Context: an optimization exercise on an open-source flow, tuned for small area and a short achievable clock period. The choices shown serve that exercise and are no tape-out recipe. The RTL was checked by simulation tests, not by an equivalence proof against the original design.

## v6
Design dmem_responder, start of the top module:
module dmem_responder #(
   parameter int ADDR_W      = 7,
   parameter int WAIT_CYCLES = 2
) (
   input  logic        clk,
   input  logic        resetn,
   input  logic        req_valid,
   output logic        req_ready,
   input  logic        req_write,
   input  logic [15:0] req_addr,
   input  logic [15:0] req_wdata,
   output logic        rsp_valid,
   input  logic        rsp_ready,
   output logic [15:0] rsp_rdata,
   output logic        rsp_err
);
   localparam int DEPTH = 1 << ADDR_W;
   logic        req_ready_q;
   logic        w1_q;           
   logic        w2_q;           
   logic [7:0]  hiw_q;          
   logic        rsp_valid_q;
   logic        rsp_err_q;
   logic [15:0] rsp_rdata_q;
   logic [7:0]        hi_n_q;    
   logic [15:0]       lo_n_q;    
   logic              wr_q;
   logic              inr_q;
   logic [15:0]       wdata_q;
   logic [10:0]       rdp_q [16];
   logic [15:0] mem_q [DEPTH];
   logic accept;
   logic hold;
   logic [DEPTH-1:0] ws [2];     
   logic [DEPTH-1:0] we;
   logic [7:0]       hiw_n;
   logic [10:0] rdp [16];
   logic [15:0] rd;
   assign accept = req_ready_q & req_valid;
   assign hold   = rsp_valid_q & ~rsp_ready;
   always_ff @(posedge clk) begin
      if (req_ready_q) begin
         hi_n_q  <= ~(8'd1 << req_addr[6:4]);
         lo_n_q  <= ~(16'd1 << req_addr[3:0]);
         wr_q    <= req_write;
         inr_q   <= (req_addr >> ADDR_W) == 16'd0;
         wdata_q <= req_wdata;
      end
   end
   always_ff @(posedge clk) begin
      if (!resetn) begin
         req_ready_q <= 1'b0;
         w1_q        <= 1'b0;
         w2_q        <= 1'b0;
         hiw_q       <= 8'd0;
         rsp_valid_q <= 1'b0;
         rsp_err_q   <= 1'b0;
         rsp_rdata_q <= 16'd0;
      end else begin
         req_ready_q <= ~(w1_q | w2_q | rsp_valid_q) & ~accept;
         w1_q        <= accept;
         w2_q        <= w1_q;
         hiw_q       <= {8{w1_q & wr_q & inr_q}} & ~hi_n_q;
         rsp_valid_q <= w2_q | hold;
         rsp_err_q   <= (w2_q & ~inr_q) | (hold & rsp_err_q);
         rsp_rdata_q <= ({16{w2_q & inr_q & ~wr_q}} & rd) | ({16{hold}} & rsp_rdata_q);
      end
   end
   assign hiw_n = ~(hiw_q & {8{resetn}});
   for (genvar i = 0; i < DEPTH; i++) begin : g_ws
  ...
Size in the first run: about 3,700 cells after synthesis, about 2,300 flip-flops, roughly 0.078 mm² of cells after synthesis.
==> module dmem_responder, before the edit <==
module dmem_responder #(
   parameter int ADDR_W      = 7,
   parameter int WAIT_CYCLES = 2
) (
   input  logic        clk,
   input  logic        resetn,
   input  logic        req_valid,
   output logic        req_ready,
   input  logic        req_write,
   input  logic [15:0] req_addr,
   input  logic [15:0] req_wdata,
   output logic        rsp_valid,
   input  logic        rsp_ready,
   output logic [15:0] rsp_rdata,
   output logic        rsp_err
);
   localparam int DEPTH = 1 << ADDR_W;
   logic        req_ready_q;
   logic        w1_q;           
   logic        w2_q;           
   logic [7:0]  hiw_q;          
   logic        rsp_valid_q;
   logic        rsp_err_q;
   logic [15:0] rsp_rdata_q;
   logic [7:0]        hi_n_q;    
   logic [15:0]       lo_n_q;    
   logic              wr_q;
   logic              inr_q;
   logic [15:0]       wdata_q;
   logic [10:0]       rdp_q [16];
   logic [15:0] mem_q [DEPTH];
   logic accept;
   logic hold;
   logic [DEPTH-1:0] ws [2];     
   logic [DEPTH-1:0] we;
   logic [7:0]       hiw_n;
   logic [10:0] rdp [16];
   logic [15:0] rd;
   assign accept = req_ready_q & req_valid;
   assign hold   = rsp_valid_q & ~rsp_ready;
   always_ff @(posedge clk) begin
      if (req_ready_q) begin
         hi_n_q  <= ~(8'd1 << req_addr[6:4]);
         lo_n_q  <= ~(16'd1 << req_addr[3:0]);
         wr_q    <= req_write;
         inr_q   <= (req_addr >> ADDR_W) == 16'd0;
         wdata_q <= req_wdata;
      end
   end
   always_ff @(posedge clk) begin
      if (!resetn) begin
         req_ready_q <= 1'b0;
         w1_q        <= 1'b0;
         w2_q        <= 1'b0;
         hiw_q       <= 8'd0;
         rsp_valid_q <= 1'b0;
         rsp_err_q   <= 1'b0;
         rsp_rdata_q <= 16'd0;
      end else begin
         req_ready_q <= ~(w1_q | w2_q | rsp_valid_q) & ~accept;
         w1_q        <= accept;
         w2_q        <= w1_q;
         hiw_q       <= {8{w1_q & wr_q & inr_q}} & ~hi_n_q;
         rsp_valid_q <= w2_q | hold;
         rsp_err_q   <= (w2_q & ~inr_q) | (hold & rsp_err_q);
         rsp_rdata_q <= ({16{w2_q & inr_q & ~wr_q}} & rd) | ({16{hold}} & rsp_rdata_q);
      end
   end
   assign hiw_n = ~(hiw_q & {8{resetn}});
   for (genvar i = 0; i < DEPTH; i++) begin : g_ws
      dmem_nor2 u_ws0 (.a(hi_n_q[i / 16]), .b(lo_n_q[i % 16]), .y(ws[0][i]));
      dmem_nor2 u_ws1 (.a(hi_n_q[i / 16]), .b(lo_n_q[i % 16]), .y(ws[1][i]));
      dmem_nor2 u_we (.a(hiw_n[i / 16]), .b(lo_n_q[i % 16]), .y(we[i]));
   end
   for (genvar b = 0; b < 16; b++) begin : g_rd
      logic [DEPTH-1:0] col;
      for (genvar i = 0; i < DEPTH; i++) begin : g_col
         assign col[i] = mem_q[i][b];
      end
      dmem_sel128 u_sel (.sel(ws[b / 8]), .d(col), .y(rdp[b]));
      always_ff @(posedge clk) rdp_q[b] <= rdp[b];
      dmem_or11 u_or (.a(rdp_q[b]), .y(rd[b]));
   end
   always_ff @(posedge clk) begin
      for (int i = 0; i < DEPTH; i++)
         if (we[i])
            mem_q[i] <= wdata_q;
   end
   assign req_ready = req_ready_q;
   assign rsp_valid = rsp_valid_q;
   assign rsp_err   = rsp_err_q;
   assign rsp_rdata = rsp_rdata_q;
endmodule
Settings: LEC_CHECK=0, ABC_CLOCK_PERIOD_IN_PS=2300, CAP_MARGIN=20, CORE_MARGIN=2, CORE_UTILIZATION=65, CTS_CLUSTER_DIAMETER=120, CTS_CLUSTER_SIZE=25, PLACE_DENSITY=0.7, SETUP_SLACK_MARGIN=2.7, SLEW_MARGIN=20, SYNTH_HIERARCHICAL=1; clock period 5.0 ns.
run.sh (not shown) runs the stock make flow with config.mk's settings and CLKGATE_MAP_FILE= SYNTH_SCRIPT=/design/flow/synth_recipe.tcl, a recipe that flattens the netlist after the stock synthesis.
Input changes introduced in v7 (baseline for comparison: v6):
--- a/flow/design.v
+++ b/flow/design.v
@@ -28,13 +28,13 @@
    logic              inr_q;
    logic [15:0]       wdata_q;
    logic [10:0]       rdp_q [16];
    logic [15:0] mem_q [DEPTH];
    logic accept;
    logic hold;
-   logic [DEPTH-1:0] ws [2];     
+   logic [DEPTH-1:0] ws;
    logic [DEPTH-1:0] we;
    logic [7:0]       hiw_n;
    logic [10:0] rdp [16];
    logic [15:0] rd;
    assign accept = req_ready_q & req_valid;
    assign hold   = rsp_valid_q & ~rsp_ready;
@@ -65,22 +65,21 @@
          rsp_err_q   <= (w2_q & ~inr_q) | (hold & rsp_err_q);
          rsp_rdata_q <= ({16{w2_q & inr_q & ~wr_q}} & rd) | ({16{hold}} & rsp_rdata_q);
       end
    end
    assign hiw_n = ~(hiw_q & {8{resetn}});
    for (genvar i = 0; i < DEPTH; i++) begin : g_ws
-      dmem_nor2 u_ws0 (.a(hi_n_q[i / 16]), .b(lo_n_q[i % 16]), .y(ws[0][i]));
-      dmem_nor2 u_ws1 (.a(hi_n_q[i / 16]), .b(lo_n_q[i % 16]), .y(ws[1][i]));
+      dmem_nor2 u_ws (.a(hi_n_q[i / 16]), .b(lo_n_q[i % 16]), .y(ws[i]));
       dmem_nor2 u_we (.a(hiw_n[i / 16]), .b(lo_n_q[i % 16]), .y(we[i]));
    end
    for (genvar b = 0; b < 16; b++) begin : g_rd
       logic [DEPTH-1:0] col;
       for (genvar i = 0; i < DEPTH; i++) begin : g_col
          assign col[i] = mem_q[i][b];
       end
-      dmem_sel128 u_sel (.sel(ws[b / 8]), .d(col), .y(rdp[b]));
+      dmem_sel128 u_sel (.sel(ws), .d(col), .y(rdp[b]));
       always_ff @(posedge clk) rdp_q[b] <= rdp[b];
       dmem_or11 u_or (.a(rdp_q[b]), .y(rd[b]));
    end
    always_ff @(posedge clk) begin
       for (int i = 0; i < DEPTH; i++)
          if (we[i])
--- outcome ---
Comparing v7 and v6, the lower routed length per placed instance is on v6. [compare] base=v6 new=v7: maximum clock rate went up by about 3.5%; post-layout minimum cycle time decreased by 0.083 ns relative to the old numbers; global-route wire length before repair lost about 2.5%; worst slack after detailed placement picked up an extra 0.41 ns. Diff v6 -> v7 | average instance area after synthesis | increase of 2.9%.

## separate check: timing with driven ports
The results above use ideal ports. As a check the final layouts listed here were re-extracted and re-timed, cells and wires unchanged. Step 1 assumes that a clkbuf_16 drives the clock port and a buf_2 every other input. Step 2 adds t to the input delays and takes it off the output delays; t is the mean of the earliest and latest rising clock arrival at the registers after step 1. Input paths then give back, and output paths get back, about the clock's delay inside the block. Three values: ideal, step 1, step 2; two values: the first two.
run | t, ns | setup WS [ns] | worst register clock-pin slew, ns | cell pins on the clock port's net
v6 | 0.809 | 2.575 / 2.575 / 1.966 | 0.10 / 0.10 | 1
v7 | 0.809 | 2.658 / 2.657 / 1.952 | 0.10 / 0.10 | 1
After both steps setup and hold are still met in every run listed. The setup slack of v7, which loses most, moves by -0.001 ns with the drivers and by -0.706 ns with both steps.
